This is an optimization exercise on Yosys and OpenROAD, whose aim is small area, a short achievable clock period and few clock cycles per item, not a production implementation. Function was checked by simulation only, so behaviour that the tests miss may differ from the original.

[flow/run.sh]
#!/bin/bash
# synth_recipe.tcl (not shown) runs the flow's synth.tcl, then flattens the netlist and writes it again
# the make line also repeats each setting of config.mk as NAME=value (left out here)
make -C /OpenROAD-flow-scripts/flow DESIGN_CONFIG=/design/flow/config.mk WORK_HOME=/design/flow/orfs CLKGATE_MAP_FILE= SYNTH_SCRIPT=/design/flow/synth_recipe.tcl finish
[flow/design.v]
package sha256_pkg;
	typedef logic [31:0] word_t;
	function automatic word_t init_h(input logic [2:0] i);
		word_t h;
		case (i)
			3'd0: h = 32'h6A09E667; 3'd1: h = 32'hBB67AE85;
			3'd2: h = 32'h3C6EF372; 3'd3: h = 32'hA54FF53A;
			3'd4: h = 32'h510E527F; 3'd5: h = 32'h9B05688C;
			3'd6: h = 32'h1F83D9AB; default: h = 32'h5BE0CD19;
		endcase
		init_h = h;
	endfunction
	function automatic word_t round_k(input logic [5:0] r);
		word_t k;
		case (r)
			6'd0: k = 32'h428A2F98; 6'd1: k = 32'h71374491; 6'd2: k = 32'hB5C0FBCF;
			6'd3: k = 32'hE9B5DBA5; 6'd4: k = 32'h3956C25B; 6'd5: k = 32'h59F111F1;
			6'd6: k = 32'h923F82A4; 6'd7: k = 32'hAB1C5ED5; 6'd8: k = 32'hD807AA98;
			6'd9: k = 32'h12835B01; 6'd10: k = 32'h243185BE; 6'd11: k = 32'h550C7DC3;
			6'd12: k = 32'h72BE5D74; 6'd13: k = 32'h80DEB1FE; 6'd14: k = 32'h9BDC06A7;
			6'd15: k = 32'hC19BF174; 6'd16: k = 32'hE49B69C1; 6'd17: k = 32'hEFBE4786;
			6'd18: k = 32'h0FC19DC6; 6'd19: k = 32'h240CA1CC; 6'd20: k = 32'h2DE92C6F;
			6'd21: k = 32'h4A7484AA; 6'd22: k = 32'h5CB0A9DC; 6'd23: k = 32'h76F988DA;
			6'd24: k = 32'h983E5152; 6'd25: k = 32'hA831C66D; 6'd26: k = 32'hB00327C8;
			6'd27: k = 32'hBF597FC7; 6'd28: k = 32'hC6E00BF3; 6'd29: k = 32'hD5A79147;
			6'd30: k = 32'h06CA6351; 6'd31: k = 32'h14292967; 6'd32: k = 32'h27B70A85;
			6'd33: k = 32'h2E1B2138; 6'd34: k = 32'h4D2C6DFC; 6'd35: k = 32'h53380D13;
			6'd36: k = 32'h650A7354; 6'd37: k = 32'h766A0ABB; 6'd38: k = 32'h81C2C92E;
			6'd39: k = 32'h92722C85; 6'd40: k = 32'hA2BFE8A1; 6'd41: k = 32'hA81A664B;
			6'd42: k = 32'hC24B8B70; 6'd43: k = 32'hC76C51A3; 6'd44: k = 32'hD192E819;
			6'd45: k = 32'hD6990624; 6'd46: k = 32'hF40E3585; 6'd47: k = 32'h106AA070;
			6'd48: k = 32'h19A4C116; 6'd49: k = 32'h1E376C08; 6'd50: k = 32'h2748774C;
			6'd51: k = 32'h34B0BCB5; 6'd52: k = 32'h391C0CB3; 6'd53: k = 32'h4ED8AA4A;
			6'd54: k = 32'h5B9CCA4F; 6'd55: k = 32'h682E6FF3; 6'd56: k = 32'h748F82EE;
			6'd57: k = 32'h78A5636F; 6'd58: k = 32'h84C87814; 6'd59: k = 32'h8CC70208;
			6'd60: k = 32'h90BEFFFA; 6'd61: k = 32'hA4506CEB; 6'd62: k = 32'hBEF9A3F7;
			default: k = 32'hC67178F2;
		endcase
		round_k = k;
	endfunction
	function automatic word_t rotr(input word_t x, input int unsigned n);
		rotr = (x >> n) | (x << (32 - n));
	endfunction
	function automatic word_t bsig0(input word_t x);
		bsig0 = rotr(x, 2) ^ rotr(x, 13) ^ rotr(x, 22);
	endfunction
	function automatic word_t bsig1(input word_t x);
		bsig1 = rotr(x, 6) ^ rotr(x, 11) ^ rotr(x, 25);
	endfunction
	function automatic word_t ssig0(input word_t x);
		ssig0 = rotr(x, 7) ^ rotr(x, 18) ^ (x >> 3);
	endfunction
	function automatic word_t ssig1(input word_t x);
		ssig1 = rotr(x, 17) ^ rotr(x, 19) ^ (x >> 10);
	endfunction
endpackage
module sha256_stream_hasher_top (
	input  logic       clk,
	input  logic       arst_n,
	input  logic       s_axis_tvalid,
	output logic       s_axis_tready,
	input  logic [7:0] s_axis_tdata,
	input  logic       s_axis_tuser,
	output logic       m_axis_tvalid,
	input  logic       m_axis_tready,
	output logic [7:0] m_axis_tdata,
	output logic       m_axis_tlast,
	input  logic       cfg_we,
	input  logic [5:0] cfg_wdata
);
	typedef logic [31:0] word_t;
	logic [5:0] dlen_q;
	always_ff @(posedge clk or negedge arst_n) begin
		if (!arst_n)
			dlen_q <= 6'd32;
		else if (cfg_we)
			dlen_q <= cfg_wdata;
	end
	logic       rdy_q;
	logic       v1_q, f1_q;
	logic [7:0] d1_q;
	logic       acc;
	assign s_axis_tready = rdy_q;
	assign acc = s_axis_tvalid && rdy_q;
	always_ff @(posedge clk or negedge arst_n) begin
		if (!arst_n)
			v1_q <= 1'b0;
		else
			v1_q <= acc;
	end
	always_ff @(posedge clk) begin
		f1_q <= s_axis_tuser;
		d1_q <= s_axis_tdata;
	end
	localparam logic [1:0] M_DATA = 2'd0, M_PAD = 2'd1, M_LEN = 2'd2;
	logic [511:0] blk_q;           
	logic [6:0]   fc_q, fc_base, fc_d;
	logic [1:0]   md_q, md_d;
	logic         nb_q;            
	logic         bfirst_q, blast_q;
	logic [60:0]  cnt_q;           
	logic         load;            
	logic         room, sh;
	logic [7:0]   sb;
	logic [63:0]  bitlen;
	logic         rdy_d;
	assign bitlen = {cnt_q, 3'b000};
	assign room = !fc_q[6] || load;
	assign fc_base = load ? 7'd0 : fc_q;
	always_comb begin
		sh = 1'b0;
		sb = 8'h00;
		md_d = md_q;
		case (md_q)
			M_DATA: begin
				sh = v1_q;
				sb = f1_q ? 8'h80 : d1_q;
				if (v1_q && f1_q)
					md_d = M_PAD;
			end
			M_PAD: sh = room;
			default: begin
				sh = 1'b1;
				sb = bitlen[8 * (7 - fc_q[2:0]) +: 8];
			end
		endcase
		fc_d = fc_base + 7'(sh);
		if (md_d == M_PAD && sh && fc_d == 7'd56)
			md_d = M_LEN;
		if (md_q == M_LEN && fc_d == 7'd64)
			md_d = M_DATA;
		rdy_d = md_d == M_DATA && !(acc && s_axis_tuser) &&
			(fc_d <= 7'd62 || (fc_d == 7'd63 && !acc));
	end
	always_ff @(posedge clk) begin
		if (sh)
			blk_q <= {blk_q[503:0], sb};
	end
	always_ff @(posedge clk or negedge arst_n) begin
		if (!arst_n) begin
			fc_q <= '0;
			md_q <= M_DATA;
			nb_q <= 1'b1;
			bfirst_q <= 1'b0;
			blast_q <= 1'b0;
			cnt_q <= '0;
			rdy_q <= 1'b0;
		end else begin
			fc_q <= fc_d;
			md_q <= md_d;
			rdy_q <= rdy_d;
			if (md_q == M_DATA && v1_q && !f1_q)
				cnt_q <= cnt_q + 61'd1;
			else if (md_q == M_LEN && fc_d == 7'd64)
				cnt_q <= '0;
			if (sh && fc_d == 7'd64) begin
				bfirst_q <= nb_q;
				blast_q <= md_q == M_LEN;
				nb_q <= md_q == M_LEN;
			end
		end
	end
	localparam logic [1:0] E_IDLE = 2'd0, E_ROUND = 2'd1, E_ADD = 2'd2, E_STALL = 2'd3;
	logic [1:0]  ph_q;             
	logic [1:0]  st_q;
	logic [5:0]  rc_q;             
	logic        lq_q;             
	logic        nf_q, nl_q;       
	logic        f_q, l_q;         
	logic        viv_q;            
	logic        dpend_q;          
	word_t a_q, b_q, c_q, d_q, e_q, f_q2, g_q, h_q2;
	word_t p_q;                    
	logic [511:0] w_q;             
	word_t ha_q [4];               
	word_t he_q [4];               
	word_t w0, w1, w9, w14, wnew;
	word_t s0, s1, ch, mj, t_sum, a_new, e_new;
	word_t xa, xe, ya, ye, sa, se, iva, ive, a_in, e_in;
	logic  add, ivsel;
	assign w0  = w_q[511:480];
	assign w1  = w_q[479:448];
	assign w9  = w_q[223:192];
	assign w14 = w_q[63:32];
	assign wnew = sha256_pkg::ssig1(w14) + w9 + sha256_pkg::ssig0(w1) + w0;
	assign s1 = sha256_pkg::bsig1(e_q);
	assign ch = (e_q & f_q2) ^ (~e_q & g_q);
	assign s0 = sha256_pkg::bsig0(a_q);
	assign mj = (a_q & b_q) | (c_q & (a_q | b_q));
	assign t_sum = p_q + s1 + ch;
	assign e_new = t_sum + d_q;
	assign a_new = t_sum + s0 + mj;
	assign add = st_q == E_ADD;
	assign iva = sha256_pkg::init_h({1'b0, ~ph_q});
	assign ive = sha256_pkg::init_h({1'b1, ~ph_q});
	assign xa = (add && f_q) ? iva : ha_q[3];
	assign xe = (add && f_q) ? ive : he_q[3];
	assign ya = add ? d_q : '0;
	assign ye = add ? h_q2 : '0;
	assign sa = xa + ya;
	assign se = xe + ye;
	assign ivsel = (add && l_q) || (st_q == E_IDLE && viv_q);
	assign a_in = ivsel ? iva : add ? sa : d_q;
	assign e_in = ivsel ? ive : add ? se : h_q2;
	assign load = fc_q[6] && ph_q == 2'd2 && (st_q == E_IDLE || st_q == E_ADD);
	always_ff @(posedge clk) begin
		a_q <= (st_q == E_ROUND) ? a_new : a_in;
		b_q <= a_q;
		c_q <= b_q;
		d_q <= c_q;
		e_q <= (st_q == E_ROUND) ? e_new : e_in;
		f_q2 <= e_q;
		g_q <= f_q2;
		h_q2 <= g_q;
		p_q <= g_q + sha256_pkg::round_k(rc_q) + w0;
		if (load)
			w_q <= blk_q;
		else
			w_q <= {w_q[479:0], wnew};
		ha_q[0] <= sa;
		ha_q[1] <= ha_q[0];
		ha_q[2] <= ha_q[1];
		ha_q[3] <= ha_q[2];
		he_q[0] <= se;
		he_q[1] <= he_q[0];
		he_q[2] <= he_q[1];
		he_q[3] <= he_q[2];
	end
	logic [4:0] k_q;
	logic [5:0] nlim_q, ncap;
	logic       ov_q, ol_q;
	logic [7:0] od_q;
	logic       oload;
	word_t      hw;
	logic [1:0] hpos;
	logic [7:0] hbyte;
	logic       klast;
	assign ncap = (dlen_q > 6'd32) ? 6'd32 : dlen_q;
	assign hpos = k_q[3:2] + ph_q;
	assign hw = k_q[4] ? he_q[hpos] : ha_q[hpos];
	assign hbyte = hw[8 * (3 - k_q[1:0]) +: 8];
	assign klast = {1'b0, k_q} == nlim_q - 6'd1;
	assign oload = !ov_q || m_axis_tready;
	assign m_axis_tvalid = ov_q;
	assign m_axis_tdata = od_q;
	assign m_axis_tlast = ol_q;
	always_ff @(posedge clk) begin
		if (oload) begin
			od_q <= hbyte;
			ol_q <= klast;
		end
	end
	always_ff @(posedge clk or negedge arst_n) begin
		if (!arst_n) begin
			ph_q <= '0;
			st_q <= E_IDLE;
			rc_q <= '0;
			lq_q <= 1'b0;
			nf_q <= 1'b0;
			nl_q <= 1'b0;
			f_q <= 1'b0;
			l_q <= 1'b0;
			viv_q <= 1'b1;
			dpend_q <= 1'b0;
			k_q <= '0;
			nlim_q <= '0;
			ov_q <= 1'b0;
		end else begin
			ph_q <= ph_q + 2'd1;
			rc_q <= load ? 6'd0 : rc_q + 6'd1;
			if (load) begin
				lq_q <= 1'b1;
				nf_q <= bfirst_q;
				nl_q <= blast_q;
			end
			if (ph_q == 2'd3) begin
				case (st_q)
					E_ROUND:
						if (rc_q == 6'd0)
							st_q <= dpend_q ? E_STALL : E_ADD;
					E_STALL:
						if (!dpend_q)
							st_q <= E_ADD;
					default:
						if (lq_q) begin
							st_q <= E_ROUND;
							lq_q <= 1'b0;
							f_q <= nf_q;
							l_q <= nl_q;
							viv_q <= 1'b0;
						end else begin
							st_q <= E_IDLE;
						end
				endcase
				if (add && l_q) begin
					viv_q <= !lq_q;
					dpend_q <= ncap != 6'd0;
					nlim_q <= ncap;
					k_q <= '0;
				end
			end
			if (oload) begin
				ov_q <= dpend_q;
				if (dpend_q) begin
					k_q <= k_q + 5'd1;
					if (klast)
						dpend_q <= 1'b0;
				end
			end
		end
	end
endmodule
[flow/constraint.sdc]
create_clock -name core_clock -period 12.0 [get_ports {clk}]
set_input_delay 2.4000 -clock core_clock [delete_from_list [all_inputs] [get_ports {clk}]]
set_output_delay 2.4000 -clock core_clock [all_outputs]
set_load 0.01 [all_outputs]
[flow/config.mk]
export PLATFORM = sky130hd
export DESIGN_NAME = sha256_stream_hasher_top
export DESIGN_NICKNAME = sha256_stream_hasher_top
export VERILOG_FILES = /design/flow/design.v
export SDC_FILE = /design/flow/constraint.sdc
export NUM_CORES = 4
export LEC_CHECK = 0
export CAP_MARGIN = 20
export CORE_MARGIN = 2
export CORE_UTILIZATION = 45
export PLACE_DENSITY = 0.6
export SLEW_MARGIN = 20
==> summary.md, run 1 <==
| Metric | Value |
|---|---|
| Share of layout cells above drive strength 1 | `6.89%` |
| Instance area after placement | `76200 µm²` |
| Count of antenna-violating nets left after detailed routing | `0` |
| HPWL Detailed | `160 mm` |
| Global routing usage on met1 | `36.1%` |
| Unrepaired setup endpoints after global routing | `false` |
| Reported max-cap violation count | `0` |
| Fin crit period | `7040 ps` |
| Met2 demand-to-capacity share in global routing | `40.4%` |
| Width of the chip | `409 µm` |
| Crit path DAT | `7780 ps` |
| Run status | `no timing/DRC/antenna violations` |
| Height of the die | `409 µm` |
| First-pass GRT wire length | `324 mm` |
| DR iter-0 viols | `4944` |
| Total standard cell area after synthesis | `73900 µm²` |
| Number of gates given a new drive strength after cts | `0` |
| Sum of routed wire length over all layers | `216 mm` |
| Detail-routed via count per cell | `5.44` |
| Total Die Area | `167000 µm²` |
| Top-level I/O count | `31` |
| GR Overflow Total | `0` |
| Synth Net Count | `7553` |
| Maximum clock insertion buffer count | `3` |
| Final number of setup-violating endpoints | `0` |
| EDFF count, synth | `521` |
| GP Congestion | `0.959` |
| Worst hold-check slack | `324 ps` |
| Clock Root Buffer | `clkbuf_16` |
| Seq/Total Area, Yosys | `53.8%` |
| Final worst-path cycle share | `58.7%` |
| Post-Route Skew | `47.9 ps` |
| Number of different library cells in the post-synthesis netlist | `97` |
| Layout overhead on the synthesized area | `11.5%` |
| Cell type with the highest aggregate area in the netlist | `dfxtp_1` |
| Worst Setup End Kind | `register` |
| DRC errors left | `0` |
| Number of standard cells after synthesis | `7125` |
| Pin count of the biggest net entering global routing | `189` |
| Critical path launch point type | `register` |
| Top area cells in the synthesized netlist | `dfxtp_1 (29%), edfxtp_1 (21%), nand2_1 (9.0%)` |
| Area share of the largest cell type after synthesis | `28.9%` |
| Effective utilization at floorplan | `45.3%` |
| Total negative slack for setup checks | `0 ps` |
| Core Box Area | `163000 µm²` |
| Clock sink count | `1696` |
| Commonest register cell after synthesis | `dfxtp_1` |
| Critical Path Fanout Max | `5` |
| Number of antenna violations at the first check in global routing | `7` |
| Number of hold-slack violations in the final timing report | `0` |
| Global Route Usage Sum | `25.6%` |
| Count of buffers from port buffering | `30` |
| Clock transition at the registers of the reported paths | `70 ps` |
| Leading post-synthesis cells by instance count | `nand2_1 (1766), dfxtp_1 (1065), edfxtp_1 (521)` |
| CTS tree | `done` |
| Post-Synthesis Mean Instance Area | `10.4 µm²` |
| Via count | `51300` |
| Max Fclk | `142 MHz` |
| Routed length per instance | `22.9 µm` |
| GRT Max-Usage Layer | `met2` |
| Required time of the worst setup path | `12730 ps` |
| Count of state elements after synthesis | `1696` |
| Setup Fix Bufs, Post-CTS | `0` |
| CTS buffer count | `174` |
| Type of the worst setup path | `register to register` |
| Post-CTS Hold Fix Bufs | `0` |
| Number of rows in the core area | `148` |
| Slew of the pin with the lowest slew margin | `1240 ps` |
| Hold Path Class | `register to register` |
| Source-to-sink clock delay at the later pin of the worst-skew pair | `840 ps` |
| Met3 layer usage reported by global route | `4.23%` |
| Diodes inserted | `0` |
| Deepest level of the CTS H-tree | `4` |
| Final non-filler cell area | `82400 µm²` |
| Vias in the first global route | `50100` |
| Final core area utilization | `50.5%` |
| Syn. warnings | `3` |
| Async set-reset flop share out of synthesis | `6.49%` |
| Cell with the most instances after synthesis | `nand2_1` |
| Pins over their slew limit | `0` |
| Number of iterations in the first detailed-routing pass | `7` |
| Count of nets after finishing | `7516` |
| Headroom to the max-slew limit | `16.4%` |
-- layout make-up --
| cell class | count | area (µm²) |
|---|---|---|
| Clock buffer | 246 | 5030 |
| Clock inverter | 83 | 1090 |
| Fill cell | 14700 | 80600 |
| Inverter | 323 | 1210 |
| Multi-Input combinational cell | 4811 | 31800 |
| Sequential cell | 1696 | 39700 |
| Tap cell | 2175 | 2720 |
| Timing Repair Buffer | 82 | 751 |
-- flip-flops by register name, indices dropped and copies added, names as in the netlist, 5 cells and up --
register  cells
e_q          32
he_q        128
blk_q       512
p_q          32
od_q          8
ha_q        128
rc_q          6
g_q          32
k_q           5
a_q          32
h_q2         32
w_q         512
d1_q          8
f_q2         32
c_q          32
nlim_q        6
dlen_q        6
fc_q          7
b_q          32
cnt_q        61
d_q          32
-- metrics by stage --
step	cells	setup WS [ps]
global route	9416	4480
CTS	9416	5000
detailed placement	9087	4980
global placement	9087	4980
floorplan	7125	2170
finish	9416	4960
-- cell families after synthesis --
logic type                 Yosys count  synth area share [%]
and+or+nand+nor                   2553                  14.6
DFF                               1696                  53.8
AOI/OAI and AO/OA                 1189                  10.2
buffers and inverters              618                  3.18
xor gates and xnor gates           459                  5.46
adders and majority gates          431                  8.87
muxes                              179                  3.86
-- cell usage in the layout (no fill, tap or decap), drive strengths merged, types with 15 or more instances in the layout --
| cell | n |
|---|---|
| nand2 | 1766 |
| dfxtp | 1065 |
| edfxtp | 521 |
| o21ai | 347 |
| inv | 339 |
| a21oi | 290 |
| xnor2 | 284 |
| nor2 | 270 |
| ha | 246 |
| clkbuf | 246 |
| xor2 | 175 |
| fa | 162 |
| nand3 | 124 |
| a21o | 111 |
| dfrtp | 107 |
| and2 | 94 |
| mux4 | 83 |
| mux2i | 80 |
| nor3 | 66 |
| o21a | 62 |
| buf | 53 |
| nand2b | 49 |
| a211oi | 44 |
| a31oi | 44 |
| clkinv | 40 |
| o211ai | 37 |
| and3 | 37 |
| nand4 | 36 |
| nor2b | 32 |
| o21bai | 29 |
| clkdlybuf4s50 | 29 |
| o31ai | 26 |
| o22ai | 24 |
| maj3 | 23 |
| or3 | 22 |
| bufinv | 17 |
| mux2 | 16 |
| a2111oi | 16 |
| a22oi | 15 |
-- worst max-delay path: stages (launching register included) --
cell and delay (ps):
dfxtp_1 460, xor2_1 300, xnor2_1 140, fa_1 500, inv_1 50, ha_1 210, a21oi_1 170, nor2b_1 90
a31oi_1 250, a21oi_1 190, a311o_1 480, a21oi_1 220, a21boi_0 140, or2_2 320, o311ai_0 920, fa_1 570
ha_1 380, and3_1 300, nand4_1 140, o2bb2ai_1 150, o21ba_2 190, a21oi_1 200, xor2_1 170, mux2i_1 100
a221oi_1 310
-- per-layer routing --
layer / share of wire [%] / wire length (µm)
met1: 45 / 97800
met2: 45 / 98000
met3: 6.3 / 13700
met4: 2.9 / 6360
met5: 0.012 / 26
-- worst paths after layout --
check                        endpoint  slack, ps       start  depth (start not counted)
hold / removal             he_q[2][1]        320  he_q[1][1]                          0
hold reg to reg            he_q[2][1]        320  he_q[1][1]                          0
min in group asynchronous   cnt_q[47]       1640      arst_n                          1
max in group asynchronous     rc_q[4]       8750      arst_n                          2
setup / recovery              a_q[28]       4960     e_q[26]                         24
setup reg to reg              a_q[28]       4960     e_q[26]                         24
Testbench counts, summed over its fixed seeds: cycles 53,092, bytes 44,000.
==> run 2, diff against run 1 <==
--- a/flow/design.v
+++ b/flow/design.v
@@ -175,21 +175,33 @@
 	word_t ha_q [4];               
 	word_t he_q [4];               
 	word_t w0, w1, w9, w14, wnew;
-	word_t s0, s1, ch, mj, t_sum, a_new, e_new;
+	word_t s0, s1, ch, mj, a_new, e_new;
+	word_t t_s, t_c, e_s, e_c, u_s, u_c, v_s, v_c, q_s, q_c, x_s, x_c, y_s, y_c;
+	function automatic logic [63:0] csa(input word_t x, input word_t y, input word_t z);
+		word_t cy;
+		cy = (x & y) | (z & (x | y));
+		csa = {x ^ y ^ z, cy[30:0], 1'b0};
+	endfunction
 	word_t xa, xe, ya, ye, sa, se, iva, ive, a_in, e_in;
 	logic  add, ivsel;
 	assign w0  = w_q[511:480];
 	assign w1  = w_q[479:448];
 	assign w9  = w_q[223:192];
 	assign w14 = w_q[63:32];
-	assign wnew = sha256_pkg::ssig1(w14) + w9 + sha256_pkg::ssig0(w1) + w0;
+	assign {x_s, x_c} = csa(sha256_pkg::ssig1(w14), w9, sha256_pkg::ssig0(w1));
+	assign {y_s, y_c} = csa(x_s, x_c, w0);
+	assign wnew = y_s + y_c;
 	assign s1 = sha256_pkg::bsig1(e_q);
 	assign ch = (e_q & f_q2) ^ (~e_q & g_q);
 	assign s0 = sha256_pkg::bsig0(a_q);
 	assign mj = (a_q & b_q) | (c_q & (a_q | b_q));
-	assign t_sum = p_q + s1 + ch;
-	assign e_new = t_sum + d_q;
-	assign a_new = t_sum + s0 + mj;
+	assign {t_s, t_c} = csa(p_q, s1, ch);
+	assign {e_s, e_c} = csa(t_s, t_c, d_q);
+	assign {u_s, u_c} = csa(t_s, t_c, s0);
+	assign {v_s, v_c} = csa(u_s, u_c, mj);
+	assign e_new = e_s + e_c;
+	assign a_new = v_s + v_c;
+	assign {q_s, q_c} = csa(g_q, sha256_pkg::round_k(rc_q), w0);
 	assign add = st_q == E_ADD;
 	assign iva = sha256_pkg::init_h({1'b0, ~ph_q});
 	assign ive = sha256_pkg::init_h({1'b1, ~ph_q});
@@ -212,7 +224,7 @@
 		f_q2 <= e_q;
 		g_q <= f_q2;
 		h_q2 <= g_q;
-		p_q <= g_q + sha256_pkg::round_k(rc_q) + w0;
+		p_q <= q_s + q_c;
 		if (load)
 			w_q <= blk_q;
 		else
==> run 2 against run 1 <==
  * Synthesized cell count shrank 0.88%
  * Clock skew up 8.6 ps
  * Hold slack worse by 4.4 ps
  * Largest cell class unchanged
  * Setup slack lost 85 ps
  * Final cell count is 0.72% lower
  * Highest routed layer is now met4
  * Register-to-register slack worse by 80 ps
  * Maximum frequency shrank 1.2%
  * Design area down 0.21%
==> summary.md, run 2 <==
| Metric | Value |
|---|---|
| Routed length per instance | `22.4 µm (-2.5%)` |
| Worst r2r path cells | `19 (-21%)` |
| Max stage delay cell, worst path | `dfrtp_1` |
| Post-CTS Hold Fix Bufs | `0 (unchanged)` |
| Startpoint of the lowest-slack hold path | `ha_q[2][10]` |
| Critical Path Fanout Max | `19 (+14)` |
| Worst hold path depth | `0 (unchanged)` |
| Seq/Total Area, Yosys | `53.9% (+0.14 points)` |
| Pin count of the biggest net entering global routing | `196 (+3.7%)` |
| Top-level I/O count | `31 (unchanged)` |
| Height of the die | `409 µm (-0.12%)` |
| Type of the worst setup path | `register to register` |
| Top area cells in the synthesized netlist | `dfxtp_1 (29%), edfxtp_1 (21%), nand2_1 (9.1%)` |
| DR iter-0 viols | `4567 (-7.6%)` |
| Deepest level of the CTS H-tree | `4 (unchanged)` |
| Effective utilization at floorplan | `45.3% (about the same)` |
| Delay contributed by the slowest stage of the critical path | `770 ps (-150 ps)` |
| Share of layout cells above drive strength 1 | `7.04% (+0.15 points)` |
| EDFF count, synth | `521 (unchanged)` |
| Total standard cell area after synthesis | `73700 µm² (-0.25%)` |
| Core Box Area | `163000 µm² (-0.23%)` |
| Width of the chip | `409 µm (-0.12%)` |
| Final non-filler cell area | `82200 µm² (-0.21%)` |
| Count of antenna-violating nets left after detailed routing | `0 (unchanged)` |
| Critical path launch point type | `register` |
| Synth Net Count | `7520 (-0.44%)` |
| Required time of the worst setup path | `12690 ps (-40 ps)` |
| Detail-routed via count per cell | `5.40 (-0.77%)` |
| Pins over their slew limit | `0 (unchanged)` |
| Unrepaired setup endpoints after global routing | `false` |
| Worst hold-check slack | `320 ps (-4.36 ps)` |
| Hold endpoint | `ha_q[3][10]` |
| DRC errors left | `0 (unchanged)` |
| Most used cells in the layout excluding fill and tap cells | `nand2_1 (1781), dfxtp_1 (1065), edfxtp_1 (521)` |
| Via count | `50500 (-1.5%)` |
| Reported max-cap violation count | `0 (unchanged)` |
| Total negative slack for setup checks | `0 ps (unchanged)` |
| FF-to-FF End | `p_q[31]` |
| Register-to-register path setup slack | `4870 ps (-80 ps)` |
| Final core area utilization | `50.6% (about the same)` |
| CTS buffer count | `174 (unchanged)` |
| Number of hold-slack violations in the final timing report | `0 (unchanged)` |
| Number of standard cells after synthesis | `7062 (-0.88%)` |
| First-pass GRT wire length | `314 mm (-3.0%)` |
| Area share of the largest cell type after synthesis | `28.9% (+0.073 points)` |
| Worst Setup SP | `rc_q[0]` |
| Number of antenna violations at the first check in global routing | `2 (-5)` |
| Setup Fix Bufs, Post-CTS | `0 (unchanged)` |
| Number of different library cells in the post-synthesis netlist | `84 (-13%)` |
| Headroom to the max-slew limit | `13.4% (-3.0 points)` |
| Async set-reset flop share out of synthesis | `6.49% (unchanged)` |
| Number of iterations in the first detailed-routing pass | `6 (-1)` |
| Final number of setup-violating endpoints | `0 (unchanged)` |
| Post-Synthesis Mean Instance Area | `10.4 µm² (+0.64%)` |
| Count of buffers from port buffering | `30 (unchanged)` |
| CTS tree | `done` |
| Instance area after placement | `76100 µm² (-0.20%)` |
| Combined area of the multi-input logic cells | `31400 µm² (-1.3%)` |
| Post-Route Skew | `56.5 ps (+8.61 ps)` |
| GR Overflow Total | `0 (unchanged)` |
| Global Route Usage Sum | `24.8% (-0.78 points)` |
| Count of nets after finishing | `7480 (-0.48%)` |
| Reg-to-reg startpoint | `rc_q[0]` |
| Crit path DAT | `7820 ps (+40 ps)` |
| Commonest non-fill, non-tap cell in the layout | `nand2_1` |
| Cell with the most instances after synthesis | `nand2_1` |
| Total Die Area | `167000 µm² (-0.25%)` |
| Regs by FF count | `blk_q: 512 flops, w_q: 512 flops` |
| Hold Path Class | `register to register` |
| Cell type with the highest aggregate area in the netlist | `dfxtp_1` |
| Final worst-path cycle share | `59.4% (+0.71 points)` |
| Max Fclk | `140 MHz (-1.2%)` |
| Fin crit period | `7130 ps (+84.9 ps)` |
| Number of rows in the core area | `148 (unchanged)` |
| GP Congestion | `0.949 (-1.1%)` |
| Source-to-sink clock delay at the later pin of the worst-skew pair | `820 ps (-20 ps)` |
| Number of gates given a new drive strength after cts | `0 (unchanged)` |
| Clock sink count | `1696 (unchanged)` |
| Commonest register cell after synthesis | `dfxtp_1` |
| Worst Setup End Kind | `register` |
| Layout overhead on the synthesized area | `11.6% (about the same)` |
| Vias in the first global route | `49700 (-0.81%)` |
| Cell breakdown of the critical path | `clkinv_1 > ha_1 > nand2_1 > and3_1 > o311ai_0 > o21ai_0 > fa_1 > inv_1 > ha_1 > fa_1 > a21oi_1 > o21ai_0 > a21bo_2 > a311oi_1 > o21ai_0 > nand3_1 > a2111oi_0 > o31ai_1 > xnor2_1` |
| Slew of the pin with the lowest slew margin | `1290 ps (+40.5 ps)` |
| Clock Root Buffer | `clkbuf_16` |
| Sequential Area | `39700 µm² (unchanged)` |
| Sum of routed wire length over all layers | `209 mm (-3.2%)` |
| Maximum clock insertion buffer count | `3 (unchanged)` |
| Filler cell count in the final layout | `14700 (-0.12%)` |
| Syn. warnings | `3 (unchanged)` |
| Crit-path most repeated cell | `o21ai_0` |
| Leading post-synthesis cells by instance count | `nand2_1 (1782), dfxtp_1 (1065), edfxtp_1 (521)` |
| HPWL Detailed | `154 mm (-3.5%)` |
| Run status | `no timing/DRC/antenna violations` |
| Clock transition at the registers of the reported paths | `60 ps (about the same)` |
| Count of state elements after synthesis | `1696 (unchanged)` |
## run 2: changes by cell type in the layout (fill, tap and decap cells not counted), moves of 29 or more
| cell | previous run | this run |
|---|---|---|
| a21oi_1 | 289 | 260 |
| and2_1 | 91 | 22 |
| and3_1 | 37 | 103 |
| fa_1 | 162 | 219 |
| inv_1 | 320 | 393 |
| nor2_1 | 267 | 238 |
## run 2: area by class of cell
class / count / area share, %
Timing Repair Buffer: 81 / 0.878
Clock inverter: 88 / 1.44
Sequential cell: 1696 / 48.3
Clock buffer: 238 / 5.97
Tap cell: 2175 / 3.31
Multi-Input combinational cell: 4670 / 38.2
Antenna cell: 1 / 0.00304
Inverter: 399 / 1.83
## run 2: metal layers
metal,vias up,track usage (%),wire (µm)
met2,1479,40.8,98800
met4,0,11.6,10300
met1,24800,32.5,89400
met5,-,0,0
met3,395,3.47,10400
li1,23900,-,-
## run 2: cells by family after synthesis
logic type	share of synthesized area, %
fa+ha+maj	9.77
compound gates	9.56
mux	3.78
simple gates	14.3
buf+inv	3.56
flops	53.9
xor+xnor	5.12
## run 2: critical path: cells and delay by family, from the launching register on
family | cells | cell delay (ps)
xor+xnor | 1 | 120
simple gates | 3 | 1060
flops | 1 | 770
fa+ha+maj | 4 | 1970
buf+inv | 2 | 580
compound gates | 9 | 2540
## run 2: through the flow
stage          instances  worst slack, ps
2_1_floorplan       7062              384
3_3_place_gp        9021             5110
3_5_place_dp        9021             5060
4_1_cts             9347             5070
5_1_grt             9347             4460
6_report            9348             4870
## run 2: worst max path at each step
stage	to	slack [ps]	depth (start not counted)
global placement	p_q[31]	5110	19
finish	p_q[31]	4870	19
global route	p_q[31]	4460	19
CTS	p_q[31]	5070	19
floorplan	cnt_q[46]	380	17
detailed placement	p_q[31]	5060	19
Testbench counts of run 2, summed over its fixed seeds: cycles 53,092, bytes 44,000.
==> run 3, diff against run 2 <==
--- a/flow/config.mk
+++ b/flow/config.mk
@@ -9,4 +9,5 @@
 export CORE_MARGIN = 2
 export CORE_UTILIZATION = 45
 export PLACE_DENSITY = 0.6
+export SETUP_SLACK_MARGIN = 5
 export SLEW_MARGIN = 20
==> run 3 against run 2 <==
  * Critical path type unchanged
  * Wire length is 0.22% lower
  * Hold slack gained 11 ps
  * Maximum frequency grew 11%
==> summary.md, run 3 <==
| Metric | Value |
|---|---|
| Run status | `no timing/DRC/antenna violations` |
| Fin crit period | `6410 ps (-715 ps)` |
| Via count | `50400 (-0.29%)` |
| Seq/Total Area, Yosys | `53.9% (unchanged)` |
| Effective utilization at floorplan | `45.3% (unchanged)` |
| CTS buffer count | `174 (unchanged)` |
| Post-Route Skew | `39.2 ps (-17.2 ps)` |
| Count of nets after finishing | `7475 (-0.067%)` |
| Delay contributed by the slowest stage of the critical path | `600 ps (-170 ps)` |
| Cell type with the highest aggregate area in the netlist | `dfxtp_1` |
| Height of the die | `409 µm (unchanged)` |
| Cell class contributing the biggest share of worst-path delay | `compound AO/OA/AOI/OAI gates` |
| Clock Root Buffer | `clkbuf_16` |
| Unrepaired setup endpoints after global routing | `false` |
| Slew of the pin with the lowest slew margin | `1200 ps (-87.7 ps)` |
| Worst Setup End Kind | `register` |
| Detail-routed via count per cell | `5.39 (-0.22%)` |
| DR iter-0 viols | `4580 (+0.28%)` |
| Number of hold-slack violations in the final timing report | `0 (unchanged)` |
| Commonest register cell after synthesis | `dfxtp_1` |
| Critical path launch point type | `register` |
| Area share of the largest cell type after synthesis | `28.9% (unchanged)` |
| HPWL Detailed | `153 mm (-0.56%)` |
| Buffering stage count on the worst path with inverters included | `2 (unchanged)` |
| Count of state elements after synthesis | `1696 (unchanged)` |
| EDFF count, synth | `521 (unchanged)` |
| Required time of the worst setup path | `12680 ps (about the same)` |
| Global Route Usage Sum | `24.8% (+0.025 points)` |
| DRC errors left | `0 (unchanged)` |
| Core Box Area | `163000 µm² (unchanged)` |
| Simple-gate portion of the synthesized area | `14.3% (unchanged)` |
| Sum of routed wire length over all layers | `208 mm (-0.22%)` |
| Pins over their slew limit | `0 (unchanged)` |
| Async set-reset flop share out of synthesis | `6.49% (unchanged)` |
| Compound-gate portion of the synthesized area | `9.56% (unchanged)` |
| Total negative slack for setup checks | `0 ps (unchanged)` |
| Cell with the most instances after synthesis | `nand2_1` |
| Pre-CTS setup slack | `5170 ps (+105 ps)` |
| Type of the worst setup path | `register to register` |
| Share of cell area taken by muxes after synthesis | `3.78% (unchanged)` |
| Number of gates given a new drive strength after cts | `0 (unchanged)` |
| Final core area utilization | `50.5% (about the same)` |
| Synth Net Count | `7520 (unchanged)` |
| Crit path DAT | `7100 ps (-720 ps)` |
| Commonest non-fill, non-tap cell in the layout | `nand2_1` |
| Number of iterations in the first detailed-routing pass | `6 (unchanged)` |
| Layout overhead on the synthesized area | `11.5% (about the same)` |
| Headroom to the max-slew limit | `19.5% (+6.1 points)` |
| Number of different library cells in the post-synthesis netlist | `84 (unchanged)` |
| Syn. warnings | `3 (unchanged)` |
| Largest family of logic cells by synthesized area | `simple AND/OR/NAND/NOR gates` |
| Post-synthesis share of cell area spent on xor and xnor gates | `5.12% (unchanged)` |
| Critical Path Fanout Max | `19 (unchanged)` |
| GP Congestion | `0.967 (+1.9%)` |
| Count of antenna-violating nets left after detailed routing | `0 (unchanged)` |
| Top area cells in the synthesized netlist | `dfxtp_1 (29%), edfxtp_1 (21%), nand2_1 (9.1%)` |
| Max Fclk | `156 MHz (+11%)` |
| Max stage delay cell, worst path | `dfrtp_2` |
| Number of rows in the core area | `148 (unchanged)` |
| Count of buffers from port buffering | `30 (unchanged)` |
| Number of standard cells after synthesis | `7062 (unchanged)` |
| Filler cell count in the final layout | `14800 (+1.1%)` |
| Final number of setup-violating endpoints | `0 (unchanged)` |
| Total standard cell area after synthesis | `73700 µm² (unchanged)` |
| Slack of the critical path | `5590 ps (+715 ps)` |
| Final worst-path cycle share | `53.5% (-6.0 points)` |
| Register-to-register path setup slack | `5590 ps (+710 ps)` |
| Pin count of the biggest net entering global routing | `223 (+14%)` |
| Share of synthesized cell area in full adder, half adder and majority cells | `9.77% (unchanged)` |
| Hold Path Class | `register to register` |
| Share of layout cells above drive strength 1 | `7.10% (+0.063 points)` |
| Setup Fix Bufs, Post-CTS | `0 (unchanged)` |
| Most used cells in the layout excluding fill and tap cells | `nand2_1 (1781), dfxtp_1 (1065), edfxtp_1 (521)` |
| Post-Synthesis Mean Instance Area | `10.4 µm² (unchanged)` |
| Leading post-synthesis cells by instance count | `nand2_1 (1782), dfxtp_1 (1065), edfxtp_1 (521)` |
| Maximum clock insertion buffer count | `3 (unchanged)` |
| GR Overflow Total | `0 (unchanged)` |
| Reported max-cap violation count | `0 (unchanged)` |
| Total Die Area | `167000 µm² (unchanged)` |
| Source-to-sink clock delay at the later pin of the worst-skew pair | `820 ps (about the same)` |
| Regs by FF count | `blk_q: 512 flops, w_q: 512 flops` |
| CTS tree | `done` |
| Top-level I/O count | `31 (unchanged)` |
| Width of the chip | `409 µm (unchanged)` |
| Number of antenna violations at the first check in global routing | `2 (unchanged)` |
| Vias in the first global route | `50300 (+1.1%)` |
| Routed length per instance | `22.3 µm (-0.14%)` |
| Deepest level of the CTS H-tree | `4 (unchanged)` |
| Clock sink count | `1696 (unchanged)` |
| First-pass GRT wire length | `315 mm (+0.33%)` |
| Post-CTS Hold Fix Bufs | `0 (unchanged)` |
| Cell breakdown of the critical path | `clkinvlp_4 > ha_1 > inv_1 > nand2_1 > and3_1 > a21oi_1 > nor2_1 > a21oi_1 > fa_1 > ha_1 > nand3_1 > o21ai_0 > a21bo_2 > a311oi_1 > o21ai_0 > nand3_1 > a2111oi_0 > o31ai_1 > xnor2_1` |
| Clock transition at the registers of the reported paths | `70 ps (about the same)` |
==> run 3: cell counts after synthesis <==
Identical to the previous run, type by type.
==> run 3: per-stage QoR <==
stage | instances | hold WS [ps] | area [µm²]
after floorplan | 7062 | 323 | 73800
after global placement | 9016 | 324 | 76100
after detailed placement | 9016 | 332 | 76200
after CTS | 9340 | 327 | 82100
after global routing | 9340 | 342 | 82100
final | 9341 | 331 | 82100
==> run 3: worst reg2reg max path, delay by kind of cell (launching register included) <==
kind,cells,cell delay [ps]
AO/OA/AOI/OAI,8,2620
adder cells (fa/ha/maj),3,1360
AND/OR/NAND/NOR,5,890
buffers and inverters,2,680
flip-flops,1,600
XOR/XNOR,1,150
==> run 3: cell families (layout without fill, tap and decap cells) <==
family | count (synthesis) | after routing
and+or+nand+nor | 2521 | 2521
DFF | 1696 | 1696
AOI/OAI and AO/OA | 1109 | 1109
buffers and inverters | 696 | 799
adders and majority gates | 445 | 445
xor gates and xnor gates | 431 | 431
muxes | 164 | 164
other | 0 | 1
==> run 3: area by class of cell <==
type,count,area [µm²],share of cell area (%)
diodes,1,2.50,0.00305
clock buffers,241,4920,5.99
clock inverters,83,1050,1.27
inverters,399,1510,1.83
multi-input cells,4670,31500,38.4
flip-flops and latches,1696,39700,48.4
well taps,2175,2720,3.31
repair buffers,76,688,0.838
==> run 3: path summary, 6_finish.rpt <==
check	from	endpoint	cells after the start
max in group asynchronous	arst_n	st_q[1]	2
max reg2reg	rc_q[0]	p_q[31]	19
max	rc_q[0]	p_q[31]	19
min in group asynchronous	arst_n	cnt_q[48]	1
min reg2reg	c_q[25]	d_q[25]	0
min	c_q[25]	d_q[25]	0
==> run 3: per-layer routing <==
metal / global-route usage, % / part of all wire, % / up-vias
met2: 41.0 / 47 / 1485
met4: 11.1 / 4.9 / 0
li1: - / - / 23800
met5: 0 / 0 / -
met1: 32.6 / 43 / 24600
met3: 3.36 / 4.9 / 414
==> run 4, diff against run 3 <==
--- a/flow/design.v
+++ b/flow/design.v
@@ -163,7 +163,8 @@
 	localparam logic [1:0] E_IDLE = 2'd0, E_ROUND = 2'd1, E_ADD = 2'd2, E_STALL = 2'd3;
 	logic [1:0]  ph_q;             
 	logic [1:0]  st_q;
-	logic [5:0]  rc_q;             
+	logic [5:0]  rc_q, rc_d;       
+	word_t       kc_q;              
 	logic        lq_q;             
 	logic        nf_q, nl_q;       
 	logic        f_q, l_q;         
@@ -201,7 +202,7 @@
 	assign {v_s, v_c} = csa(u_s, u_c, mj);
 	assign e_new = e_s + e_c;
 	assign a_new = v_s + v_c;
-	assign {q_s, q_c} = csa(g_q, sha256_pkg::round_k(rc_q), w0);
+	assign {q_s, q_c} = csa(g_q, kc_q, w0);
 	assign add = st_q == E_ADD;
 	assign iva = sha256_pkg::init_h({1'b0, ~ph_q});
 	assign ive = sha256_pkg::init_h({1'b1, ~ph_q});
@@ -214,6 +215,7 @@
 	assign ivsel = (add && l_q) || (st_q == E_IDLE && viv_q);
 	assign a_in = ivsel ? iva : add ? sa : d_q;
 	assign e_in = ivsel ? ive : add ? se : h_q2;
+	assign rc_d = load ? 6'd0 : rc_q + 6'd1;
 	assign load = fc_q[6] && ph_q == 2'd2 && (st_q == E_IDLE || st_q == E_ADD);
 	always_ff @(posedge clk) begin
 		a_q <= (st_q == E_ROUND) ? a_new : a_in;
@@ -225,6 +227,7 @@
 		g_q <= f_q2;
 		h_q2 <= g_q;
 		p_q <= q_s + q_c;
+		kc_q <= sha256_pkg::round_k(rc_d);
 		if (load)
 			w_q <= blk_q;
 		else
@@ -238,7 +241,7 @@
 		he_q[2] <= he_q[1];
 		he_q[3] <= he_q[2];
 	end
-	logic [4:0] k_q;
+	logic [4:0] kr_q;
 	logic [5:0] nlim_q, ncap;
 	logic       ov_q, ol_q;
 	logic [7:0] od_q;
@@ -248,10 +251,10 @@
 	logic [7:0] hbyte;
 	logic       klast;
 	assign ncap = (dlen_q > 6'd32) ? 6'd32 : dlen_q;
-	assign hpos = k_q[3:2] + ph_q;
-	assign hw = k_q[4] ? he_q[hpos] : ha_q[hpos];
-	assign hbyte = hw[8 * (3 - k_q[1:0]) +: 8];
-	assign klast = {1'b0, k_q} == nlim_q - 6'd1;
+	assign hpos = kr_q[3:2] + ph_q;
+	assign hw = kr_q[4] ? he_q[hpos] : ha_q[hpos];
+	assign hbyte = hw[8 * (3 - kr_q[1:0]) +: 8];
+	assign klast = {1'b0, kr_q} == nlim_q - 6'd1;
 	assign oload = !ov_q || m_axis_tready;
 	assign m_axis_tvalid = ov_q;
 	assign m_axis_tdata = od_q;
@@ -274,12 +277,12 @@
 			l_q <= 1'b0;
 			viv_q <= 1'b1;
 			dpend_q <= 1'b0;
-			k_q <= '0;
+			kr_q <= '0;
 			nlim_q <= '0;
 			ov_q <= 1'b0;
 		end else begin
 			ph_q <= ph_q + 2'd1;
-			rc_q <= load ? 6'd0 : rc_q + 6'd1;
+			rc_q <= rc_d;
 			if (load) begin
 				lq_q <= 1'b1;
 				nf_q <= bfirst_q;
@@ -308,13 +311,13 @@
 					viv_q <= !lq_q;
 					dpend_q <= ncap != 6'd0;
 					nlim_q <= ncap;
-					k_q <= '0;
+					kr_q <= '0;
 				end
 			end
 			if (oload) begin
 				ov_q <= dpend_q;
 				if (dpend_q) begin
-					k_q <= k_q + 5'd1;
+					kr_q <= kr_q + 5'd1;
 					if (klast)
 						dpend_q <= 1'b0;
 				end
==> run 4 against run 3 <==
  * Highest routed layer is now met5
  * Maximum frequency rose by 11%
  * Setup slack improved by 640 ps
  * Design area rose by 0.11%
  * First-iteration DRC count rose by 15%
  * Clock skew rose by 33 ps
  * Via count barely moved
  * Area after synthesis barely moved
  * Sequential share of layout area rose by 0.71 points
  * Still clean on timing, DRC and antenna
  * Core utilization barely moved
  * Final cell count fell by 0.56%
==> summary.md, run 4 <==
| Metric | Value |
|---|---|
| Delay contributed by the slowest stage of the critical path | `630 ps (+30 ps)` |
| Most used cells in the layout excluding fill and tap cells | `nand2_1 (1773), dfxtp_1 (1097), edfxtp_1 (521)` |
| Worst Setup End Kind | `register` |
| Number of rows in the core area | `148 (unchanged)` |
| Via count | `50300 (-0.054%)` |
| Clock Root Buffer | `clkbuf_16` |
| Number of hold-slack violations in the final timing report | `0 (unchanged)` |
| Reg-to-reg startpoint | `st_q[1]` |
| EDFF count, synth | `521 (unchanged)` |
| Seq/Total Area, Yosys | `54.7% (+0.82 points)` |
| Worst Setup SP | `st_q[1]` |
| DR iter-0 viols | `5265 (+15%)` |
| Count of antenna-violating nets left after detailed routing | `0 (unchanged)` |
| Post-Route Skew | `72.5 ps (+33.2 ps)` |
| Post-Synthesis Mean Instance Area | `10.6 µm² (+1.2%)` |
| Share of layout cells above drive strength 1 | `6.95% (-0.16 points)` |
| DRC errors left | `0 (unchanged)` |
| Number of different library cells in the post-synthesis netlist | `95 (+13%)` |
| Headroom to the max-slew limit | `22.6% (+3.1 points)` |
| Count of state elements after synthesis | `1728 (+1.9%)` |
| Commonest register cell after synthesis | `dfxtp_1` |
| Total negative slack for setup checks | `0 ps (unchanged)` |
| Source-to-sink clock delay at the later pin of the worst-skew pair | `840 ps (+20 ps)` |
| Cell class contributing the biggest share of worst-path delay | `simple AND/OR/NAND/NOR gates` |
| Maximum clock insertion buffer count | `3 (unchanged)` |
| Top area cells in the synthesized netlist | `dfxtp_1 (30%), edfxtp_1 (21%), nand2_1 (9.0%)` |
| Slew of the pin with the lowest slew margin | `1160 ps (-36.6 ps)` |
| Post-CTS Hold Fix Bufs | `0 (unchanged)` |
| Deepest level of the CTS H-tree | `4 (unchanged)` |
| Total standard cell area after synthesis | `73700 µm² (about the same)` |
| Unrepaired setup endpoints after global routing | `false` |
| Run status | `no timing/DRC/antenna violations` |
| Final number of setup-violating endpoints | `0 (unchanged)` |
| Type of the worst setup path | `register to register` |
| GP Congestion | `0.996 (+3.0%)` |
| Buffering stage count on the worst path with inverters included | `5 (+3)` |
| Global Route Usage Sum | `25.1% (+0.23 points)` |
| Pin count of the biggest net entering global routing | `184 (-17%)` |
| Reported max-cap violation count | `0 (unchanged)` |
| Count of nets after finishing | `7412 (-0.84%)` |
| Leading post-synthesis cells by instance count | `nand2_1 (1774), dfxtp_1 (1097), edfxtp_1 (521)` |
| Regs by FF count | `blk_q: 512 flops, w_q: 512 flops` |
| Routed length per instance | `22.7 µm (+1.8%)` |
| Top-level I/O count | `31 (unchanged)` |
| Async set-reset flop share out of synthesis | `6.37% (-0.12 points)` |
| Cell with the most instances after synthesis | `nand2_1` |
| Number of standard cells after synthesis | `6988 (-1.0%)` |
| Effective utilization at floorplan | `45.3% (about the same)` |
| Critical path launch point type | `register` |
| Critical Path Fanout Max | `61 (+42)` |
| Final worst-path cycle share | `48.1% (-5.4 points)` |
| Number of gates given a new drive strength after cts | `0 (unchanged)` |
| Vias in the first global route | `49600 (-1.3%)` |
| Max stage delay cell, worst path | `nor3_1` |
| Height of the die | `409 µm (about the same)` |
| Cell type with the highest aggregate area in the netlist | `dfxtp_1` |
| Filler cell count in the final layout | `14600 (-1.8%)` |
| Required time of the worst setup path | `12660 ps (-20 ps)` |
| Width of the chip | `409 µm (about the same)` |
| Total Die Area | `167000 µm² (about the same)` |
| Fin crit period | `5770 ps (-645 ps)` |
| Core Box Area | `163000 µm² (+0.11%)` |
| Commonest non-fill, non-tap cell in the layout | `nand2_1` |
| Cell breakdown of the critical path | `clkinv_1 > buf_4 > nor2_4 > buf_4 > nand2_2 > buf_4 > nor3_1 > or2_2 > inv_1 > ha_1 > a21oi_1 > o21bai_1 > or4_4 > a31oi_2 > o2111ai_2 > a41o_1 > a41o_1 > a21oi_2 > xor2_1 > a21oi_1 > nor3_1` |
| HPWL Detailed | `155 mm (+1.1%)` |
| GR Overflow Total | `0 (unchanged)` |
| Layout overhead on the synthesized area | `11.5% (about the same)` |
| Synth Net Count | `7442 (-1.0%)` |
| Sum of routed wire length over all layers | `211 mm (+1.2%)` |
| Count of buffers from port buffering | `30 (unchanged)` |
| Clock transition at the registers of the reported paths | `60 ps (about the same)` |
| Crit-path most repeated cell | `buf_4` |
| Pins over their slew limit | `0 (unchanged)` |
| Crit path DAT | `6430 ps (-670 ps)` |
| Startpoint of the lowest-slack hold path | `he_q[0][28]` |
| Worst hold-check slack | `328 ps (-3.58 ps)` |
| Number of iterations in the first detailed-routing pass | `6 (unchanged)` |
| First-pass GRT wire length | `317 mm (+0.58%)` |
| Area share of the largest cell type after synthesis | `29.8% (+0.84 points)` |
| Clock sink count | `1728 (+1.9%)` |
| Max Fclk | `173 MHz (+11%)` |
| CTS tree | `done` |
| Syn. warnings | `3 (unchanged)` |
| Number of antenna violations at the first check in global routing | `3 (+1)` |
| Setup Fix Bufs, Post-CTS | `0 (unchanged)` |
| CTS buffer count | `178 (+2.3%)` |
| Hold Path Class | `register to register` |
| Detail-routed via count per cell | `5.42 (+0.51%)` |
run 4: layout make-up:
cell class / count / area [µm²] / share of cell area, %
inverter: 302 / 1140 / 1.38
multi-input combinational: 4670 / 31300 / 38.1
clock inverter: 87 / 972 / 1.18
clock buffer: 247 / 5030 / 6.11
antenna: 2 / 5.00 / 0.00609
tap: 2175 / 2720 / 3.31
timing repair buffer: 78 / 703 / 0.855
sequential: 1728 / 40400 / 49.1
run 4: metal layers:
layer	share of wire (%)	global-route usage, %	wire, µm	vias up
li1	-	-	-	23600
met1	44	35.2	93800	24600
met2	45	38.6	94100	1656
met3	6.3	3.66	13200	391
met4	4.7	10.8	9950	2
met5	0.0062	0	13	-
run 4: final timing paths:
| check | to | slack (ps) | depth (start not counted) |
|---|---|---|---|
| min in group asynchronous | rc_q[0] | 1540 | 1 |
| hold / removal | he_q[1][28] | 330 | 0 |
| setup / recovery | e_q[31] | 6230 | 21 |
| setup reg to reg | e_q[31] | 6230 | 21 |
| hold reg to reg | he_q[1][28] | 330 | 0 |
| max in group asynchronous | nf_q | 9180 | 2 |
run 4: kinds of logic after synthesis:
group           count (synthesis)  synth area share, %
compound gates               1150                 9.86
fa+ha+maj                     441                 9.69
mux                           159                 3.53
buf+inv                       590                 3.03
flops                        1728                 54.7
simple gates                 2482                 14.0
xor+xnor                      438                 5.21
run 4: metrics by stage:
step	setup WS, ps	std cells	utilization [%]	instance area (µm²)
after global placement	6380	8953	46.8	76200
after floorplan	1050	6988	-	73900
after global routing	5920	9287	50.5	82200
final	6230	9289	50.5	82200
after CTS	6320	9287	50.5	82200
after detailed placement	6340	8953	46.8	76200
Testbench counts of run 4, summed over its fixed seeds: cycles 53,092, bytes 44,000.
==> run 5, diff against run 4 <==
==> flow/flow/run.sh (new file) <==
#!/bin/bash
set -o pipefail
cp standard.sh standard_sh_copy.log
export SETUP_SLACK_MARGIN=8
bash standard.sh > standard.log 2>&1
==> flow/standard.sh (new file) <==
#!/bin/bash
# synth_recipe.tcl (not shown) runs the flow's synth.tcl, then flattens the netlist and writes it again
# the make line also repeats each setting of config.mk as NAME=value (left out here)
make -C /OpenROAD-flow-scripts/flow DESIGN_CONFIG=/design/flow/config.mk WORK_HOME=/design/flow/orfs CLKGATE_MAP_FILE= SYNTH_SCRIPT=/design/flow/synth_recipe.tcl "${@:-finish}"
--- a/flow/config.mk
+++ b/flow/config.mk
@@ -9,5 +9,4 @@
 export CORE_MARGIN = 2
 export CORE_UTILIZATION = 45
 export PLACE_DENSITY = 0.6
-export SETUP_SLACK_MARGIN = 5
 export SLEW_MARGIN = 20
removed: flow/run.sh
==> run 5 against run 4 <==
  * Design area grew 5.6%
  * Via count grew 2.9%
  * Non-clock buffer count grew 186
  * Core utilization grew 2.8 points
  * Still clean on timing, DRC and antenna
  * Highest routed layer unchanged
  * Largest cell class unchanged
==> summary.md, run 5 <==
| Metric | Value |
|---|---|
| Vias in the first global route | `50300 (+1.4%)` |
| CTS buffer count | `177 (-0.56%)` |
| Regs by FF count | `blk_q: 512 flops, w_q: 512 flops` |
| Number of standard cells after synthesis | `6988 (unchanged)` |
| Final core area utilization | `53.3% (+2.8 points)` |
| Reported max-cap violation count | `0 (unchanged)` |
| Critical path launch point type | `register` |
| Final worst-path cycle share | `41.7% (-6.3 points)` |
| Deepest level of the CTS H-tree | `4 (unchanged)` |
| Routed length per instance | `23.8 µm (+5.0%)` |
| Maximum clock insertion buffer count | `3 (unchanged)` |
| Number of iterations in the first detailed-routing pass | `6 (unchanged)` |
| DR iter-0 viols | `5247 (-0.34%)` |
| Top-level I/O count | `31 (unchanged)` |
| Worst Setup SP | `e_q[1]` |
| Seq/Total Area, Yosys | `54.7% (unchanged)` |
| Leading post-synthesis cells by instance count | `nand2_1 (1774), dfxtp_1 (1097), edfxtp_1 (521)` |
| Number of antenna violations at the first check in global routing | `10 (+7)` |
| Pin count of the biggest net entering global routing | `180 (-2.2%)` |
| GP Congestion | `0.971 (-2.5%)` |
| Worst Setup End Kind | `register` |
| Final number of setup-violating endpoints | `0 (unchanged)` |
| Core Box Area | `163000 µm² (unchanged)` |
| Layout overhead on the synthesized area | `17.7%` |
| Count of antenna-violating nets left after detailed routing | `0 (unchanged)` |
| Source-to-sink clock delay at the later pin of the worst-skew pair | `830 ps (about the same)` |
| Critical Path Fanout Max | `3 (-95%)` |
| DRC errors left | `0 (unchanged)` |
| Filler cell count in the final layout | `14200 (-2.9%)` |
| Required time of the worst setup path | `12680 ps (+20 ps)` |
| Run status | `no timing/DRC/antenna violations` |
| Crit path DAT | `5690 ps (-740 ps)` |
| Width of the chip | `409 µm (unchanged)` |
| Number of rows in the core area | `148 (unchanged)` |
| Via count | `51800 (+2.9%)` |
| Post-Synthesis Mean Instance Area | `10.6 µm² (unchanged)` |
| Area share of the largest cell type after synthesis | `29.8% (unchanged)` |
| Share of layout cells above drive strength 1 | `15.0% (+8.0 points)` |
| Sum of routed wire length over all layers | `226 mm (+7.1%)` |
| Reg-to-reg startpoint | `e_q[1]` |
| EDFF count, synth | `521 (unchanged)` |
| Headroom to the max-slew limit | `24.7% (+2.2 points)` |
| Cell with the most instances after synthesis | `nand2_1` |
| Pre-CTS setup slack | `6710 ps (+368 ps)` |
| Number of hold-slack violations in the final timing report | `0 (unchanged)` |
| Cell type with the highest aggregate area in the netlist | `dfxtp_1` |
| Most used cells in the layout excluding fill and tap cells | `nand2_1 (1764), dfxtp_1 (1014), edfxtp_1 (521)` |
| Final non-filler cell area | `86800 µm² (+5.6%)` |
| Startpoint of the lowest-slack hold path | `ha_q[1][28]` |
| Detail-routed via count per cell | `5.47 (+0.91%)` |
| CTS tree | `done` |
| GR Overflow Total | `0 (unchanged)` |
| Pins over their slew limit | `0 (unchanged)` |
| Instance area after placement | `76500 µm² (+0.38%)` |
| Global Route Usage Sum | `26.4% (+1.3 points)` |
| HPWL Detailed | `157 mm (+1.7%)` |
| Total Die Area | `167000 µm² (unchanged)` |
| Unrepaired setup endpoints after global routing | `true` |
| Fin crit period | `5010 ps (-761 ps)` |
| Syn. warnings | `3 (unchanged)` |
| First-pass GRT wire length | `330 mm (+4.1%)` |
| Clock sink count | `1728 (unchanged)` |
| Max Fclk | `200 MHz (+15%)` |
| Type of the worst setup path | `register to register` |
| Number of different library cells in the post-synthesis netlist | `95 (unchanged)` |
| Count of buffers from port buffering | `30 (unchanged)` |
| Async set-reset flop share out of synthesis | `6.37% (unchanged)` |
| Post-CTS Hold Fix Bufs | `0 (unchanged)` |
| Clock Root Buffer | `clkbuf_16` |
| Synth Net Count | `7442 (unchanged)` |
| Top area cells in the synthesized netlist | `dfxtp_1 (30%), edfxtp_1 (21%), nand2_1 (9.0%)` |
| Hold Path Class | `register to register` |
| Slew of the pin with the lowest slew margin | `1120 ps (-36.5 ps)` |
| Clock transition at the registers of the reported paths | `60 ps (about the same)` |
| Count of nets after finishing | `7598 (+2.5%)` |
| Effective utilization at floorplan | `45.3% (unchanged)` |
| Commonest non-fill, non-tap cell in the layout | `nand2_1` |
| Height of the die | `409 µm (unchanged)` |
| Total standard cell area after synthesis | `73700 µm² (unchanged)` |
| Post-Route Skew | `64.8 ps (-7.64 ps)` |
| Count of state elements after synthesis | `1728 (unchanged)` |
| Total negative slack for setup checks | `0 ps (unchanged)` |
| Commonest register cell after synthesis | `dfxtp_1` |
| Slack of the critical path | `6990 ps (+761 ps)` |
==> run 5: path summary, 6_finish.rpt <==
check | slack (ps) | endpoint | cells past startpoint
setup / recovery | 6990 | a_q[19] | 22
hold / removal | 320 | ha_q[2][28] | 0
setup reg to reg | 6990 | a_q[19] | 22
hold reg to reg | 320 | ha_q[2][28] | 0
max in group asynchronous | 8860 | rdy_q | 2
min in group asynchronous | 1580 | rc_q[0] | 1
==> run 5: repair_timing <==
item | 4_1_cts | 5_1_grt
pin swaps | 138 | 137
buffers inserted | 102 | 64
resized for setup | 353 | 237
setup endpoints to repair | 488 | 411
gates cloned | 9 | 8
hold endpoints to repair | 0 | 0
==> run 5: routing by layer <==
layer  part of all wire [%]  global-route usage [%]  vias up  wire length [µm]
met5                  0.022                       0        -                49
met4                    5.2                    11.9        8             11800
met3                    6.9                    4.86      512             15500
met2                     45                    41.0     1914            102000
met1                     43                    35.8    25400             96300
li1                       -                       -    24000                 -
==> run 5: area by class of cell <==
type                       count  area [µm²]  area share (%)
antenna                        2        5.00         0.00576
clock buffer                 237        4940            5.69
clock inverter                97        1270            1.46
inverter                     302        1150            1.33
multi-input combinational   4670       33500            38.6
sequential                  1728       40600            46.7
tap                         2175        2720            3.13
timing repair buffer         264        2670            3.07
timing repair inverter         1        5.00         0.00576
==> run 5: kinds of logic (layout without fill, tap and decap cells) <==
family,Yosys count,after routing,synth area share (%)
fa+ha+maj,441,441,9.69
simple gates,2482,2482,14.0
xor+xnor,438,438,5.21
other cells,0,2,0
buf+inv,590,901,3.03
flops,1728,1728,54.7
mux,159,159,3.53
compound gates,1150,1150,9.86
==> run 5: per-stage QoR <==
stage                     std cells  hold WS (ps)
after floorplan                6988           326
after global placement         8957           327
after detailed placement       8957           332
after CTS                      9402           321
after global routing           9474           330
final                          9476           315
==> run 5: worst max-delay path, cell delays in order (launching register included) <==
cell and delay (ps):
dfxtp_4 360, mux2_4 300, fa_2 580, inv_2 40
fa_2 530, fa_1 410, inv_1 70, ha_2 190
inv_2 40, fa_2 360, nor2b_4 150, o31a_1 210
o2111ai_2 160, a21boi_2 270, a221oi_4 100, buf_6 150
buf_4 140, o21bai_1 160, a21oi_1 110, xor2_1 250
o21ai_1 120, a21oi_2 130, a211oi_2 50

## static timing again, ports no longer ideal
How much do the figures lean on ideal ports? The routed layouts below were timed once more, with nothing changed but the port constraints.
Step 1: set_driving_cell puts a clkbuf_16 on clk and a buf_2 on each other input, an assumption about the parent block.
Step 2, shift: input delay + t, output delay - t, t = (earliest + latest rising clock arrival at the registers) / 2. This alone moves slack from input paths to output paths.
a / b / c = no drivers / after step 1 / after step 2; a / b = the first two.
| run | t, ns | slack for setup (ns) | worst setup path at the end | cell pins on the clock port's net |
|---|---|---|---|---|
| run 1 | 0.903 | 4.956 / 4.956 / 4.956 | register to register | 1 |
| run 2 | 0.879 | 4.871 / 4.871 / 4.871 | register to register | 1 |
| run 3 | 0.887 | 5.586 / 5.586 / 5.586 | register to register | 1 |
| run 4 | 0.884 | 6.230 / 6.230 / 6.230 | register to register | 1 |
| run 5 | 0.887 | 6.992 / 6.992 / 6.992 | register to register | 1 |
After both steps every run listed still meets setup and hold.
